What follows belongs to an exercise in optimizing a design on an open flow for small area, a short achievable clock period and few clock cycles per item; a production flow would make more cautious choices.
Only simulation tests tie the RTL to the original design; equivalence was not proved.
Power is estimated from default activity; no workload was simulated.

==> flow/design.v (excerpt) <==
module set_membership_table_top (
  input  logic                           clk,
  input  logic                           rst_n,
  input  logic                           in_tvalid,
  output logic                           in_tready,
  input  logic [smt_pkg::IN_DATA_W-1:0]  in_tdata,   
  input  logic [smt_pkg::REQ_W-1:0]      in_tuser,   
  output logic                           out_tvalid,
  input  logic                           out_tready,
  output logic [smt_pkg::OUT_DATA_W-1:0] out_tdata   
);
  smt_pkg::cmd_t                   cmd;
  logic                            was_present;
  logic [smt_pkg::COUNT_OUT_W-1:0] entry_count;
  logic                            dropped;
  smt_ctrl u_ctrl (
    .clk        (clk),
    .rst_n      (rst_n),
    .in_tvalid  (in_tvalid),
    .in_tready  (in_tready),
    .out_tvalid (out_tvalid),
    .out_tready (out_tready),
    .cmd        (cmd)
  );
  smt_dpath u_dpath (
    .clk         (clk),
    .rst_n       (rst_n),
    .cmd         (cmd),
    .out_tready  (out_tready),
    .req_in      (in_tuser),
    .key_in      (in_tdata[smt_pkg::KEY_BITS-1:0]),
    .out_tvalid  (out_tvalid),
    .was_present (was_present),
    .entry_count (entry_count),
    .dropped     (dropped)
  );
  ...
Size in the first run: about 1700 cells after synthesis, roughly 620 flip-flops, roughly 48 I/O pins.
clock: 3.4 ns
lec_check: 0
cap_margin: 20
core_margin: 2
core_utilization: 40
place_density: 0.6
setup_slack_margin: 1.3
slew_margin: 20
standard.sh (not shown) runs the stock make flow with config.mk's settings and CLKGATE_MAP_FILE= SYNTH_SCRIPT=/design/flow/synth_recipe.tcl, a recipe that flattens the netlist after the stock synthesis.
==> flow/flow/run.sh <==
#!/bin/bash
# The standard ORFS flow, run in two parts:
#  1. synthesis exactly as standard.sh makes it;
#  2. floorplan to final layout with two changes:
#     - the clock tree is built with larger sink clusters and without the
#       dummy loads CTS adds to balance it;
#     - delay cells are kept out of port buffering and timing repair, so the
#       port buffers are plain buffers (flow/dont_use.tcl, run before each
#       OpenROAD step).
# Each part's full output goes to its own log file in this folder; ORFS's
# per-step logs stay under orfs/logs/.
set -euo pipefail
W=$(pwd)

bash standard.sh synth > "$W/flow_synth.log" 2>&1

export CTS_ARGS="-sink_clustering_enable -repair_clock_nets -dont_use_dummy_load -sink_clustering_size 30 -sink_clustering_max_diameter 60"
for step in FLOORPLAN GLOBAL_PLACE_SKIP_IO IO_PLACEMENT GLOBAL_PLACE RESIZE DETAIL_PLACE REPAIR_TIMING_POST_PLACE CTS GLOBAL_ROUTE DETAIL_ROUTE FILLCELL; do
  export PRE_${step}_TCL="$W/flow/dont_use.tcl"
done

bash standard.sh > "$W/flow_layout.log" 2>&1
==> flow/flow/dont_use.tcl <==
# Keep delay cells out of port buffering and timing repair.
set_dont_use [get_lib_cells {sky130_fd_sc_hd__dlygate* sky130_fd_sc_hd__clkdlybuf*}]
Testbench counts at the start, summed over its fixed seeds: cycles 12,016, items 12,000.
Edit:
--- a/flow/flow/run.sh
+++ b/flow/flow/run.sh
@@ -8,3 +8,4 @@
 #       port buffers are plain buffers (flow/dont_use.tcl, run before each
-#       OpenROAD step).
+#       OpenROAD step);
+#     - after global routing, one more setup repair pass (flow/post_grt.tcl).
 # Each part's full output goes to its own log file in this folder; ORFS's
@@ -21,2 +22,4 @@
 
+export POST_GLOBAL_ROUTE_TCL="$W/flow/post_grt.tcl"
+
 bash standard.sh > "$W/flow_layout.log" 2>&1
==> flow/flow/post_grt.tcl (new file) <==
# One more setup repair on global-route parasitics, then re-legalise and
# re-route the nets it touched, as global_route.tcl does after its own repair.
repair_timing -setup -setup_margin $::env(SETUP_SLACK_MARGIN) -repair_tns 100
global_route -start_incremental
detailed_placement
global_route -end_incremental
--- a/flow/config.mk
+++ b/flow/config.mk
@@ -11,3 +11,3 @@
 export PLACE_DENSITY = 0.6
-export SETUP_SLACK_MARGIN = 1.3
+export SETUP_SLACK_MARGIN = 1.4
 export SLEW_MARGIN = 20
After rerunning: Sequential power stays flat. Clock power fell by about 2%. Core utilization goes up by 1.4 points. Power goes down by 0.33%. Global-route usage grows by 0.22 points. Routed wire length came out higher by 2.4%. Count of clock-buffer cells in the layout went down by 2. Sequential share of layout area came out lower by 1.6 points. Cell count climbs by 1.6%. Flip-flop and latch count stays the same. Cell area rose by 3.0%.
Edit:
--- a/flow/flow/run.sh
+++ b/flow/flow/run.sh
@@ -8,4 +8,3 @@
 #       port buffers are plain buffers (flow/dont_use.tcl, run before each
-#       OpenROAD step);
-#     - after global routing, one more setup repair pass (flow/post_grt.tcl).
+#       OpenROAD step).
 # Each part's full output goes to its own log file in this folder; ORFS's
@@ -22,4 +21,2 @@
 
-export POST_GLOBAL_ROUTE_TCL="$W/flow/post_grt.tcl"
-
 bash standard.sh > "$W/flow_layout.log" 2>&1
--- a/flow/config.mk
+++ b/flow/config.mk
@@ -7,2 +7,3 @@
 export LEC_CHECK = 0
+export ABC_CLOCK_PERIOD_IN_PS = 1800
 export CAP_MARGIN = 20
removed: flow/flow/post_grt.tcl
The changed run completed without violations.
Wire length is lower by 0.33%.
Global-route usage stays the same.
Worst setup slack gets worse by 10 ps.
Hold slack is about the same.
Core utilization is lower by 0.20 points.
Sequential share of layout area is higher by 0.25 points.

Setup of old:
The RTL this note starts from:
==> flow/design.v <==
package smt_pkg;
  localparam int CAPACITY = 16;
  localparam int KEY_BITS = 32;
  localparam int IDX_W = $clog2(CAPACITY);
  localparam int CNT_W = $clog2(CAPACITY + 1);
  localparam int COUNT_OUT_W = 5;
  localparam int REQ_W = 2;
  localparam int IN_DATA_W = ((KEY_BITS + 7) / 8) * 8;
  localparam int OUT_DATA_W = 8;
  localparam logic [REQ_W-1:0] REQ_LOOKUP = 2'd0;
  localparam logic [REQ_W-1:0] REQ_INSERT = 2'd1;
  localparam logic [REQ_W-1:0] REQ_REMOVE = 2'd2;
  typedef struct packed {
    logic load;      
  } cmd_t;
endpackage
module smt_ctrl (
  input  logic          clk,
  input  logic          rst_n,
  input  logic          in_tvalid,
  output logic          in_tready,
  input  logic          out_tvalid,
  input  logic          out_tready,
  output smt_pkg::cmd_t cmd
);
  logic [1:0] held_r, held_nxt;
  logic       pop;
  logic       ready_any_r;     
  logic       ready_pop_r;     
  assign pop        = out_tvalid && out_tready;
  assign in_tready  = ready_any_r || (ready_pop_r && out_tready);
  assign cmd.load   = in_tvalid && in_tready;
  assign held_nxt = held_r + {1'b0, cmd.load} - {1'b0, pop};
  always_ff @(posedge clk) begin
    if (!rst_n) begin
      held_r      <= '0;
      ready_any_r <= 1'b1;
      ready_pop_r <= 1'b0;
    end else begin
      held_r      <= held_nxt;
      ready_any_r <= held_nxt <= 2'd1;
      ready_pop_r <= held_nxt == 2'd2;
    end
  end
endmodule
module smt_dpath (
  input  logic                            clk,
  input  logic                            rst_n,
  input  smt_pkg::cmd_t                   cmd,
  input  logic                            out_tready,
  input  logic [smt_pkg::REQ_W-1:0]       req_in,
  input  logic [smt_pkg::KEY_BITS-1:0]    key_in,
  output logic                            out_tvalid,
  output logic                            was_present,
  output logic [smt_pkg::COUNT_OUT_W-1:0] entry_count,
  output logic                            dropped
);
  localparam int CAP = smt_pkg::CAPACITY;
  logic [smt_pkg::KEY_BITS-1:0] store_r [CAP];
  logic [CAP-1:0]               valid_r;
  logic [CAP-1:0]               free;         
  logic [smt_pkg::CNT_W-1:0]    count_r, count_nxt, count_hit, count_miss;
  logic [CAP-1:0]               cmp_match;
  logic                         cmp_same;
  logic                         upd_valid_r;
  logic [smt_pkg::KEY_BITS-1:0] upd_key_r;
  logic [smt_pkg::REQ_W-1:0]    upd_req_r;
  logic [CAP-1:0]               upd_match_r;
  logic [CAP-1:0]               match;
  logic                         hit, full, is_ins, is_rem, ins_ok, rem_ok, ins_new;
  localparam int RES_W = 1 + smt_pkg::COUNT_OUT_W + 1;
  logic [RES_W-1:0] res;
  logic [RES_W-1:0] res_r [2];
  logic [RES_W-1:0] out_res;
  logic             wr_sel_r;              
  logic [1:0]       rd_sel_r;              
  logic [1:0]       res_count_r;           
  logic             out_valid_r;
  logic             pop;
  assign cmp_same = (upd_key_r == key_in);
  always_comb begin
    for (int i = 0; i < CAP; i++) begin
      cmp_match[i] = (valid_r[i] && (store_r[i] == key_in)) || (free[i] && cmp_same);
    end
  end
  always_ff @(posedge clk) begin
    upd_key_r   <= key_in;
    upd_req_r   <= req_in;
    upd_match_r <= cmp_match;
  end
  always_ff @(posedge clk) begin
    if (!rst_n) begin
      upd_valid_r <= 1'b0;
    end else begin
      upd_valid_r <= cmd.load;
    end
  end
  always_comb begin
    for (int i = 0; i < CAP; i++) begin
      match[i] = valid_r[i] && upd_match_r[i];
    end
  end
  assign hit    = |match;
  assign full   = count_r[smt_pkg::IDX_W];
  assign is_ins = (upd_req_r == smt_pkg::REQ_INSERT);
  assign is_rem = (upd_req_r == smt_pkg::REQ_REMOVE);
  assign ins_ok = upd_valid_r && is_ins && !full;
  assign rem_ok = upd_valid_r && is_rem;
  assign count_hit  = rem_ok ? count_r - 1'b1 : count_r;
  assign count_miss = ins_ok ? count_r + 1'b1 : count_r;
  assign count_nxt  = hit ? count_hit : count_miss;
  always_comb begin
    for (int i = 0; i < CAP; i++) begin
      free[i] = !valid_r[i] && ((valid_r & ~({CAP{1'b1}} << i)) == ~({CAP{1'b1}} << i));
    end
  end
  assign ins_new = ins_ok && !hit;
  always_ff @(posedge clk) begin
    if (!rst_n) begin
      count_r <= '0;
      valid_r <= '0;
    end else begin
      count_r <= count_nxt;
      for (int i = 0; i < CAP; i++) begin
        valid_r[i] <= (valid_r[i] && !(rem_ok && match[i])) || (ins_new && free[i]);
      end
    end
  end
  always_ff @(posedge clk) begin
    for (int i = 0; i < CAP; i++) begin
      if (free[i]) begin
        store_r[i] <= upd_key_r;
      end
    end
  end
  assign res = {is_ins && full && !hit, count_nxt, hit};
  assign pop = out_valid_r && out_tready;
  always_ff @(posedge clk) begin
    if (!rst_n) begin
      wr_sel_r    <= 1'b0;
      rd_sel_r    <= 2'b01;
      res_count_r <= '0;
      out_valid_r <= 1'b0;
    end else begin
      wr_sel_r    <= wr_sel_r ^ upd_valid_r;
      if (pop) begin
        rd_sel_r <= {rd_sel_r[0], rd_sel_r[1]};
      end
      res_count_r <= res_count_r + {1'b0, upd_valid_r} - {1'b0, pop};
      out_valid_r <= (res_count_r + {1'b0, upd_valid_r} - {1'b0, pop}) != 2'd0;
    end
  end
  always_ff @(posedge clk) begin
    for (int j = 0; j < 2; j++) begin
      if (upd_valid_r && wr_sel_r == 1'(j)) begin
        res_r[j] <= res;
      end
    end
  end
  assign out_tvalid  = out_valid_r;
  always_comb begin
    out_res = '0;
    for (int j = 0; j < 2; j++) begin
      out_res = out_res | (res_r[j] & {RES_W{rd_sel_r[j]}});
    end
  end
  assign was_present = out_res[0];
  assign entry_count = out_res[smt_pkg::COUNT_OUT_W:1];
  assign dropped     = out_res[RES_W-1];
endmodule
module set_membership_table_top (
  input  logic                           clk,
  input  logic                           rst_n,
  input  logic                           in_tvalid,
  output logic                           in_tready,
  input  logic [smt_pkg::IN_DATA_W-1:0]  in_tdata,   
  input  logic [smt_pkg::REQ_W-1:0]      in_tuser,   
  output logic                           out_tvalid,
  input  logic                           out_tready,
  output logic [smt_pkg::OUT_DATA_W-1:0] out_tdata   
);
  smt_pkg::cmd_t                   cmd;
  logic                            was_present;
  logic [smt_pkg::COUNT_OUT_W-1:0] entry_count;
  logic                            dropped;
  smt_ctrl u_ctrl (
    .clk        (clk),
    .rst_n      (rst_n),
    .in_tvalid  (in_tvalid),
    .in_tready  (in_tready),
    .out_tvalid (out_tvalid),
    .out_tready (out_tready),
    .cmd        (cmd)
  );
  smt_dpath u_dpath (
    .clk         (clk),
    .rst_n       (rst_n),
    .cmd         (cmd),
    .out_tready  (out_tready),
    .req_in      (in_tuser),
    .key_in      (in_tdata[smt_pkg::KEY_BITS-1:0]),
    .out_tvalid  (out_tvalid),
    .was_present (was_present),
    .entry_count (entry_count),
    .dropped     (dropped)
  );
  assign out_tdata = {1'b0, dropped, entry_count, was_present};
endmodule
clock: 3.4 ns
lec_check: 0
cap_margin: 20
core_margin: 2
core_utilization: 40
place_density: 0.6
setup_slack_margin: 1.4
slew_margin: 20
==> flow/flow/run.sh <==
#!/bin/bash
# The standard ORFS flow, run in two parts:
#  1. synthesis exactly as standard.sh makes it;
#  2. floorplan to final layout with two changes:
#     - the clock tree is built with larger sink clusters and without the
#       dummy loads CTS adds to balance it;
#     - delay cells are kept out of port buffering and timing repair, so the
#       port buffers are plain buffers (flow/dont_use.tcl, run before each
#       OpenROAD step).
# Each part's full output goes to its own log file in this folder; ORFS's
# per-step logs stay under orfs/logs/.
set -euo pipefail
W=$(pwd)

bash standard.sh synth > "$W/flow_synth.log" 2>&1

export CTS_ARGS="-sink_clustering_enable -repair_clock_nets -dont_use_dummy_load -sink_clustering_size 25 -sink_clustering_max_diameter 50"
for step in FLOORPLAN GLOBAL_PLACE_SKIP_IO IO_PLACEMENT GLOBAL_PLACE RESIZE DETAIL_PLACE REPAIR_TIMING_POST_PLACE CTS GLOBAL_ROUTE DETAIL_ROUTE FILLCELL; do
  export PRE_${step}_TCL="$W/flow/dont_use.tcl"
done

bash standard.sh > "$W/flow_layout.log" 2>&1
Scripts as last shown in full above: flow/flow/dont_use.tcl
Testbench counts of old, summed over its fixed seeds: cycles 12,016, items 12,000.
Input changes introduced in new (baseline for comparison: old):
diff --git a/flow/flow/run.sh b/flow/flow/run.sh
--- a/flow/flow/run.sh
+++ b/flow/flow/run.sh
@@ -15,5 +15,5 @@
 bash standard.sh synth > "$W/flow_synth.log" 2>&1
 
-export CTS_ARGS="-sink_clustering_enable -repair_clock_nets -dont_use_dummy_load -sink_clustering_size 25 -sink_clustering_max_diameter 50"
+export CTS_ARGS="-sink_clustering_enable -repair_clock_nets -dont_use_dummy_load -sink_clustering_size 30 -sink_clustering_max_diameter 60"
 for step in FLOORPLAN GLOBAL_PLACE_SKIP_IO IO_PLACEMENT GLOBAL_PLACE RESIZE DETAIL_PLACE REPAIR_TIMING_POST_PLACE CTS GLOBAL_ROUTE DETAIL_ROUTE FILLCELL; do
   export PRE_${step}_TCL="$W/flow/dont_use.tcl"
==> comparison <==
Re number of gates resized after CTS: old was higher than new. Cell area | new vs old | new smaller. Of the two values seen for worst setup path startpoint, in_tdata[8] was produced by new and u_dpath.valid_r[7] by old. Global-route met2 utilization in new is 0.17 points below old. Sort old and new by buffer count from post-CTS setup fixing desc -> top: old. Cmp new vs old: total power lower in new.

set_membership_table_top, a different RTL version from the one above (not shown whole).
Size: about 620 flip-flops, ~0.025 mm2 of cells after synthesis.
Settings: LEC_CHECK=0, CAP_MARGIN=20, CORE_MARGIN=2, CORE_UTILIZATION=40, PLACE_DENSITY=0.5, SETUP_SLACK_MARGIN=1.4, SLEW_MARGIN=20; clock period 3.4 ns.
==> flow/flow/run.sh <==
#!/bin/bash
# The standard ORFS flow, run in two parts:
#  1. synthesis exactly as standard.sh makes it;
#  2. floorplan to final layout with two changes:
#     - the clock tree is built with larger sink clusters and without the
#       dummy loads CTS adds to balance it;
#     - delay cells are kept out of port buffering and timing repair, so the
#       port buffers are plain buffers (flow/dont_use.tcl, run before each
#       OpenROAD step).
# Each part's full output goes to its own log file in this folder; ORFS's
# per-step logs stay under orfs/logs/.
set -euo pipefail
W=$(pwd)

bash standard.sh synth > "$W/flow_synth.log" 2>&1

export CTS_ARGS="-sink_clustering_enable -repair_clock_nets -dont_use_dummy_load -sink_clustering_size 30 -sink_clustering_max_diameter 60"
for step in FLOORPLAN GLOBAL_PLACE_SKIP_IO IO_PLACEMENT GLOBAL_PLACE RESIZE DETAIL_PLACE REPAIR_TIMING_POST_PLACE CTS GLOBAL_ROUTE DETAIL_ROUTE FILLCELL; do
  export PRE_${step}_TCL="$W/flow/dont_use.tcl"
done

bash standard.sh > "$W/flow_layout.log" 2>&1
Scripts as last shown in full above: flow/flow/dont_use.tcl
The first run completed without violations.
Testbench counts at the start, summed over its fixed seeds: cycles 12,016, items 12,000.
Then changed:
Settings changed: PLACE_DENSITY 0.5 to 0.7.
Design area drops by 0.74%.
Synthesized cell count does not change.
Setup slack gains 0.012 ns.
Global-route usage drops by 2.8 points.
Fmax climbs by 0.56%.
Routed wire length drops by 9.1%.
Register-to-register slack barely changes.
Power drops by 5.3%.
Utilization drops by 0.35 points.
Count of clock-buffer cells in the layout drops by 12.
Hold slack gains 0.038 ns.
Then changed:
--- a/flow/flow/run.sh
+++ b/flow/flow/run.sh
@@ -15,5 +15,5 @@
 bash standard.sh synth > "$W/flow_synth.log" 2>&1
 
-export CTS_ARGS="-sink_clustering_enable -repair_clock_nets -dont_use_dummy_load -sink_clustering_size 30 -sink_clustering_max_diameter 60"
+export CTS_ARGS="-sink_clustering_enable -repair_clock_nets -dont_use_dummy_load -sink_clustering_size 30 -sink_clustering_max_diameter 60 -root_buf sky130_fd_sc_hd__clkbuf_16 -buf_list {sky130_fd_sc_hd__clkbuf_8 sky130_fd_sc_hd__clkbuf_16}"
 for step in FLOORPLAN GLOBAL_PLACE_SKIP_IO IO_PLACEMENT GLOBAL_PLACE RESIZE DETAIL_PLACE REPAIR_TIMING_POST_PLACE CTS GLOBAL_ROUTE DETAIL_ROUTE FILLCELL; do
   export PRE_${step}_TCL="$W/flow/dont_use.tcl"
Settings changed: ABC_CLOCK_PERIOD_IN_PS set to 1800, PLACE_DENSITY 0.7 to 0.6.
=>
- worst setup slack gains 0.0092 ns
- global-route usage increases by 1.5 points
- count of clock-buffer cells in the layout went up by 5
Then changed:
--- a/flow/flow/run.sh
+++ b/flow/flow/run.sh
@@ -15,5 +15,5 @@
 bash standard.sh synth > "$W/flow_synth.log" 2>&1
 
-export CTS_ARGS="-sink_clustering_enable -repair_clock_nets -dont_use_dummy_load -sink_clustering_size 30 -sink_clustering_max_diameter 60 -root_buf sky130_fd_sc_hd__clkbuf_16 -buf_list {sky130_fd_sc_hd__clkbuf_8 sky130_fd_sc_hd__clkbuf_16}"
+export CTS_ARGS="-sink_clustering_enable -repair_clock_nets -dont_use_dummy_load -sink_clustering_size 30 -sink_clustering_max_diameter 60"
 for step in FLOORPLAN GLOBAL_PLACE_SKIP_IO IO_PLACEMENT GLOBAL_PLACE RESIZE DETAIL_PLACE REPAIR_TIMING_POST_PLACE CTS GLOBAL_ROUTE DETAIL_ROUTE FILLCELL; do
   export PRE_${step}_TCL="$W/flow/dont_use.tcl"
After rerunning: The changed run went through all stages and came out clean; first-iteration DRC count does not change; via count does not change; wire length stays the same; final area stays the same; worst setup slack does not change; cell count stays the same; register-to-register slack hardly moves; fmax stays the same; count of clock-buffer cells in the layout is unchanged.

[port drivers added, routing unchanged]
No port has a modelled driver above. Below, the same layouts with a new extraction and two added sets of constraints.
Step 1 assumes that a clkbuf_16 drives the clock port and a buf_2 every other input.
Step 2, shift: input delay + t, output delay - t, t = (earliest + latest rising clock arrival at the registers) / 2. This alone moves slack from input paths to output paths.
Slacks: ideal ports / drivers / drivers and shift; pairs: ideal ports / drivers.
run	t, ns	setup slack, ns	hold slack, ns	latest minus earliest clock arrival (ns)	worst data-port slew with drivers (ns)
the first run of note 1	0.650	1.262 / 1.267 / 0.639	0.189 / 0.152 / 0.491	0.116 / 0.116	0.04
the second run of note 1	0.633	1.308 / 1.308 / 0.776	0.196 / 0.164 / 0.499	0.076 / 0.076	0.06
the third run of note 1	0.634	1.298 / 1.298 / 0.767	0.195 / 0.163 / 0.500	0.074 / 0.074	0.06
old	0.680	1.261 / 1.261 / 0.668	0.177 / 0.134 / 0.491	0.126 / 0.126	0.06
new	0.648	1.353 / 1.376 / 0.746	0.218 / 0.178 / 0.492	0.098 / 0.099	0.06
the first run of note 3	0.647	1.252 / 1.189 / 0.698	0.189 / 0.149 / 0.481	0.057 / 0.058	0.05
the second run of note 3	0.619	1.264 / 1.255 / 0.767	0.227 / 0.194 / 0.502	0.097 / 0.097	0.05
the third run of note 3	0.623	1.273 / 1.213 / 0.748	0.201 / 0.165 / 0.503	0.098 / 0.098	0.05
the fourth run of note 3	0.623	1.273 / 1.213 / 0.748	0.201 / 0.165 / 0.503	0.098 / 0.098	0.05
After both steps every run listed still meets setup and hold. For the first run of note 1, which loses most, drivers alone change the setup slack by +0.005 ns; drivers and shift together by -0.623 ns.
